Source: an optimization exercise on an open RTL-to-GDS flow (aim: small area, a short achievable clock period and few clock cycles per item). Production flows keep margins and buffers that such runs may drop.
Function was checked by simulation only, so behaviour that the tests miss may differ from the original.
Power is estimated from default activity; no workload was simulated.

==> design.v <==
module ring_stats_collector #(
    parameter int NUM_NODES            = 8,
    parameter int CNT_W                = 64,
    parameter int NUM_PACKETS_PER_NODE = 20,
    parameter int TIMEOUT_CYCLES       = 65535
) (
    input  logic                       clk,
    input  logic                       rst_n,
    input  logic                       start,
    input  logic [NUM_NODES*CNT_W-1:0] sent_flat,
    input  logic [NUM_NODES*CNT_W-1:0] recv_flat,
    input  logic [NUM_NODES*CNT_W-1:0] lat_flat,
    output logic                       busy,
    output logic                       done,
    output logic                       timeout,
    output logic [CNT_W-1:0]           sum_sent,
    output logic [CNT_W-1:0]           sum_recv,
    output logic [CNT_W-1:0]           sum_lat,
    output logic [CNT_W-1:0]           avg_lat,
    output logic [CNT_W-1:0]           drop_cnt
    ,
    output logic [CNT_W-1:0]           min_recv,
    output logic [$clog2(NUM_NODES)-1:0] min_recv_node
);
    localparam int IDX_W = $clog2(NUM_NODES);
    localparam int DC_W  = $clog2(CNT_W + 1);
    localparam logic [IDX_W-1:0] LAST_IDX    = IDX_W'(NUM_NODES - 1);
    localparam logic [CNT_W-1:0] EXPECTED    = CNT_W'(NUM_NODES * NUM_PACKETS_PER_NODE);
    localparam logic [CNT_W-1:0] TIMEOUT_LIM = CNT_W'(TIMEOUT_CYCLES);
    localparam logic [DC_W-1:0]  DIV_STEPS   = DC_W'(CNT_W);
    typedef enum logic [1:0] {IDLE, SCAN, DIVIDE, DONE} state_t;
    state_t           state;
    logic [IDX_W-1:0] idx;
    logic [CNT_W-1:0] acc_sent, acc_recv, acc_lat;
    logic [CNT_W-1:0] timer;
    logic [CNT_W-1:0] quo, rem;
    logic [DC_W-1:0]  div_cnt;
    logic [CNT_W-1:0] sel_sent, sel_recv, sel_lat;
    logic [CNT_W-1:0] nxt_sent, nxt_recv, nxt_lat;
    logic             scan_last, recv_met, timed_out;
    logic [CNT_W-1:0] rem_shift, rem_next;
    logic             rem_ge;
    always_comb begin
        sel_sent  = sent_flat[idx*CNT_W +: CNT_W];
        sel_recv  = recv_flat[idx*CNT_W +: CNT_W];
        sel_lat   = lat_flat[idx*CNT_W +: CNT_W];
        nxt_sent  = acc_sent + sel_sent;
        nxt_recv  = acc_recv + sel_recv;
        nxt_lat   = acc_lat + sel_lat;
        scan_last = (idx == LAST_IDX);
        recv_met  = (nxt_recv >= EXPECTED);
        timed_out = (timer >= TIMEOUT_LIM);
    end
    always_comb begin
        rem_shift = {rem[CNT_W-2:0], quo[CNT_W-1]};
        rem_ge    = rem[CNT_W-1] || (rem_shift >= sum_recv);
        rem_next  = rem_ge ? (rem_shift - sum_recv) : rem_shift;
    end
    logic [CNT_W-1:0] min_acc;
    logic [IDX_W-1:0] min_acc_idx;
    logic             min_take;
    always_comb begin
        min_take = (idx == '0) || (sel_recv < min_acc);
    end
    always_ff @(posedge clk or negedge rst_n) begin
        if (!rst_n) begin
            state    <= IDLE;
            idx      <= '0;
            acc_sent <= '0;
            acc_recv <= '0;
            acc_lat  <= '0;
            timer    <= '0;
            quo      <= '0;
            rem      <= '0;
            div_cnt  <= '0;
            busy     <= 1'b0;
            done     <= 1'b0;
            timeout  <= 1'b0;
            sum_sent <= '0;
            sum_recv <= '0;
            sum_lat  <= '0;
            avg_lat  <= '0;
            drop_cnt <= '0;
            min_acc       <= '0;
            min_acc_idx   <= '0;
            min_recv      <= '0;
            min_recv_node <= '0;
        end else begin
            if ((state == SCAN || state == DIVIDE) && timer != '1) begin
                timer <= timer + 1'b1;
            end
            case (state)
                IDLE, DONE: begin
                    if (start) begin
                        state    <= SCAN;
                        busy     <= 1'b1;
                        done     <= 1'b0;
                        timeout  <= 1'b0;
                        timer    <= '0;
                        idx      <= '0;
                        acc_sent <= '0;
                        acc_recv <= '0;
                        acc_lat  <= '0;
                    end
                end
                SCAN: begin
                    if (!scan_last) begin
                        idx      <= idx + 1'b1;
                        acc_sent <= nxt_sent;
                        acc_recv <= nxt_recv;
                        acc_lat  <= nxt_lat;
                        if (min_take) begin
                            min_acc     <= sel_recv;
                            min_acc_idx <= idx;
                        end
                    end else if (recv_met || timed_out) begin
                        state    <= DIVIDE;
                        timeout  <= !recv_met;
                        sum_sent <= nxt_sent;
                        sum_recv <= nxt_recv;
                        sum_lat  <= nxt_lat;
                        drop_cnt <= (nxt_sent >= nxt_recv) ? (nxt_sent - nxt_recv) : '0;
                        quo      <= nxt_lat;
                        rem      <= '0;
                        div_cnt  <= '0;
                        min_recv      <= min_take ? sel_recv : min_acc;
                        min_recv_node <= min_take ? idx : min_acc_idx;
                    end else begin
                        idx      <= '0;
                        acc_sent <= '0;
                        acc_recv <= '0;
                        acc_lat  <= '0;
                    end
                end
                DIVIDE: begin
                    if (div_cnt == DIV_STEPS) begin
                        state   <= DONE;
                        avg_lat <= (sum_recv == '0) ? '0 : quo;
                        done    <= 1'b1;
                        busy    <= 1'b0;
                    end else begin
                        rem     <= rem_next;
                        quo     <= {quo[CNT_W-2:0], rem_ge};
                        div_cnt <= div_cnt + 1'b1;
                    end
                end
                default: state <= IDLE;
            endcase
        end
    end
endmodule
==> run.sh <==
#!/bin/bash
# synth_recipe.tcl (not shown) runs the flow's synth.tcl, then flattens the netlist and writes it again
# the make line also repeats each setting of config.mk as NAME=value (left out here)
make -C /OpenROAD-flow-scripts/flow DESIGN_CONFIG=/design/flow/config.mk WORK_HOME=/design/flow/orfs CLKGATE_MAP_FILE= SYNTH_SCRIPT=/design/flow/synth_recipe.tcl finish
==> config.mk <==
export PLATFORM = sky130hd
export DESIGN_NAME = ring_stats_collector
export DESIGN_NICKNAME = ring_stats_collector
export VERILOG_FILES = /design/flow/design.v
export SDC_FILE = /design/flow/constraint.sdc
export NUM_CORES = 4
export LEC_CHECK = 0
export CAP_MARGIN = 20
export CORE_AREA = 10 10 660 660
export DIE_AREA = 0 0 670 670
export SLEW_MARGIN = 20
==> constraint.sdc <==
create_clock -name core_clock -period 9.0 [get_ports {clk}]
set_input_delay 1.8000 -clock core_clock [delete_from_list [all_inputs] [get_ports {clk}]]
set_output_delay 1.8000 -clock core_clock [all_outputs]
set_load 0.01 [all_outputs]
==> results.toml <==
[clock_tree]
numCtsBuffers = 115
cts_tree = "yes"
cts_hold_buf = 0
clock_latency_ns = 0.92
htree_levels = 3
max-clock-path-buffers = 4
root_buffer = "clkbuf_16"
postCtsSetupRepairBufs = 0
path_clk_slew_ns = 0.06
clock_sinks = 853

[global_route]
antenna_found_initial = 415
grtUsageTotal = 0.234
grt_pass1_wl_mm = 699
overflow = 0
grt_max_degree = 131
grt_pass1_vias = 65763

[worst_hold_path]
hold_class = "register to register"
hold_start = "min_recv[3]$_DFFE_PN0P_"

[die]
die_y_um = 670
die_w_um = 670
die_area_um2 = 449000
coreArea_um2 = 420000
pin_count = 1929
num_rows = 238
initial_utilization = 0.154

[sta]
fin_crit_sh = 0.952
hold_viol = 0
slew_violations = 0
relSlewSlack = 0.103
tightest_slew_ns = 1.34
fmax_mhz = 117
tns_ns = 0
rsz0062_at_grt = "no"
period_needed_ns = 8.57
fin_skew_ns = 0.122
finalSetupViolCount = 0

[pwr]
leakagePower_nw = 42.1
intPower_mw = 20.2
power_density_nw_per_um2 = 414
p_sw_frac = 0.513
p_comb_frac = 0.746
ir_drop_uv = 361
seqPwrFrac = 0.130
p_switching_mw = 21.3
clkPwrFrac = 0.124

[logic_synthesis]
syn-cell-area_um2 = 64900
synth_edf_count = 0
ys.flop_type = "dfrtp_1"
synth_cells = 6822
yosysWarnings = 1
synth_cell_types = 97
async_flop_share = 1.00
yosysSeqAreaShare = 0.329
ys_ff_latch = 853
syn_nets = 8754
syn_avg_cell_area_um2 = 9.51

[placed_design]
gp_congestion = 1.05
place_area_um2 = 95100
port_buffers = 1928
post-dp-hpwl_mm = 488

[job]
maxCapViolCount = 0

[final_layout]
stdcell_area_um2 = 100000
fin_nets = 10993
syn_to_final_growth_pct = 54.4
final_layout_size_suffix_gt1_frac = 0.160

[critical_path]
slowest_delay_ns = 0.52
slowest_stage = "clkdlybuf4s50_1"
crit_start = "sent_flat[257]"
crit_type = "primary input to register"
cp-start-kind = "primary input"
worst_setup_path_end_kind = "register"
r2r-start = "idx[1]$_DFFE_PN0P_"
worstPathMaxFanout = 3
cp.arrival_ns = 9.32
cp.required_ns = 9.75

[drt]
routed_wl_mm = 554
postRouteAntennaNets = 0
drt_pass1_iterations = 6
vias = 70234
avgViaCountPerCell = 4.63
routedWlPerCell_um = 36.6
drc = 0
drtIter0Drc = 7917

[outcome]
run_status = "no timing/DRC/antenna violations"
state kept, by name, indices dropped and copies added (netlist names), 3 cells and up:
| register | cells |
|---|---|
| min_recv | 64 |
| idx | 3 |
| acc_lat | 64 |
| avg_lat | 64 |
| rem | 64 |
| acc_recv | 64 |
| min_acc | 64 |
| div_cnt | 7 |
| quo | 64 |
| min_recv_node | 3 |
| min_acc_idx | 3 |
| acc_sent | 64 |
| sum_recv | 64 |
| drop_cnt | 64 |
| sum_lat | 64 |
| timer | 64 |
| sum_sent | 64 |
final timing paths:
check / cells past startpoint / slack [ns] / end
max: 35 / 0.43 / drop_cnt[58]$_DFFE_PN0P_
min: 2 / 0.48 / min_recv[3]$_DFFE_PN0P_
max reg2reg: 29 / 0.61 / drop_cnt[63]$_DFFE_PN0P_
min reg2reg: 2 / 0.48 / min_recv[3]$_DFFE_PN0P_
max in group asynchronous: 3 / 5.90 / acc_sent[7]$_DFFE_PN0P_
min in group asynchronous: 1 / 0.99 / rem[49]$_DFFE_PN0P_
what timing repair did:
action,in CTS,in global routing
setup endpoints to repair,64,64
resized for setup,6,14
cloned,0,0
cell families after synthesis:
group	after synthesis	share of synthesized area
simple gates	2107	0.145
compound gates	1821	0.185
flops	853	0.329
buf+inv	662	0.0412
mux	636	0.176
fa+ha+maj	395	0.0767
xor+xnor	348	0.0472
layout make-up:
cell class	count	area, um^2
antenna	367	918
multi-input combinational	5307	41100
inverter	242	917
sequential	853	21400
clock inverter	72	976
tap	5640	7060
fill	45878	320000
clock buffer	138	3090
timing repair buffer	2542	24700
layer usage:
| layer | vias to the layer above | global-route usage | wire length, um | part of all wire |
|---|---|---|---|---|
| met5 | - | 0 | 995 | 0.0018 |
| met4 | 154 | 0.126 | 36600 | 0.066 |
| met3 | 923 | 0.0998 | 62200 | 0.11 |
| met2 | 3833 | 0.359 | 242000 | 0.44 |
| met1 | 35238 | 0.276 | 212000 | 0.38 |
| li1 | 30086 | - | - | - |
placed cells by master, fill, tap and decap left out, drive strengths merged, types with 64 or more instances in the layout:
master	n
a22o	185
nand3	81
a21o	215
nor2	294
nor3	67
o31ai	118
o21ai	484
nand2	1193
inv	248
a21oi	431
a221o	64
dfrtp	853
nand4	101
and3	88
clkbuf	138
mux4	384
xnor2	193
ha	388
buf	615
clkdlybuf4s50	1925
mux2i	78
mux2	174
xor2	155
diode	367
worst max-delay path, delay by kind of cell:
kind	cells	cell delay [ns]
compound gates	20	3.60
xor+xnor	2	0.22
mux	1	0.51
fa+ha+maj	2	0.60
simple gates	5	1.53
buf+inv	5	1.03
synthesized netlist by cell type (all sizes together) (101+ instances only):
master	count	area [um^2]
nand2	1193	4490
dfrtp	853	21300
o21ai	484	2440
a21oi	431	2160
ha	388	4850
mux4	384	8650
nor2	294	1110
clkbuf	245	921
inv	241	905
a21o	215	1610
xnor2	193	1710
a22o	185	1620
buf	175	841
mux2	174	1960
xor2	155	1360
o31ai	118	891
nand4	101	632
metrics by stage:
stage          setup slack [ns]  utilization  std cells  power [mW]  hold WS (ns)
2_1_floorplan             0.769            -       6822        21.1         0.456
5_1_grt                  0.0216        0.238      15083        43.6         0.502
6_report                  0.431        0.238      15161        41.4         0.476
3_5_place_dp              -1.29        0.226      14584        35.8         0.466
4_1_cts                  0.0533        0.236      14794        41.1         0.479
3_3_place_gp              -1.39        0.226      14584        35.9         0.462
power by group through the flow:
stage / logic [mW] / registers (mW) / clock network (mW)
floorplan: 15.8 / 5.24 / 0
global placement: 30.5 / 5.41 / 0
detailed placement: 30.3 / 5.43 / 0
CTS: 30.5 / 5.37 / 5.24
global route: 32.8 / 5.48 / 5.37
finish: 30.9 / 5.39 / 5.12
Testbench counts, summed over its fixed seeds: cycles 28,416, items 384.

[what the ideal ports hide]
How much do the figures lean on ideal ports? The routed layout below was timed once more, with nothing changed but the port constraints. Step 1, drivers: a clkbuf_16 drives clk and a buf_2 each remaining input, both assumed. Step 2 adds t to the input delays and takes it off the output delays; t is the mean of the earliest and latest rising clock arrival at the registers after step 1. Input paths then give back, and output paths get back, about the clock's delay inside the block. Three values: ideal, step 1, step 2; two values: the first two.
t, ns: 0.945
setup WS [ns]: 0.431 / 0.114 / -0.831
hold WS [ns]: 0.476 / 0.476 / 0.476
clock arrival spread, ns: 0.124 / 0.124
Met with ideal ports but missed after step 2: setup timing in this run. The setup slack of this run moves by -0.317 ns with the drivers and by -1.262 ns with both steps.
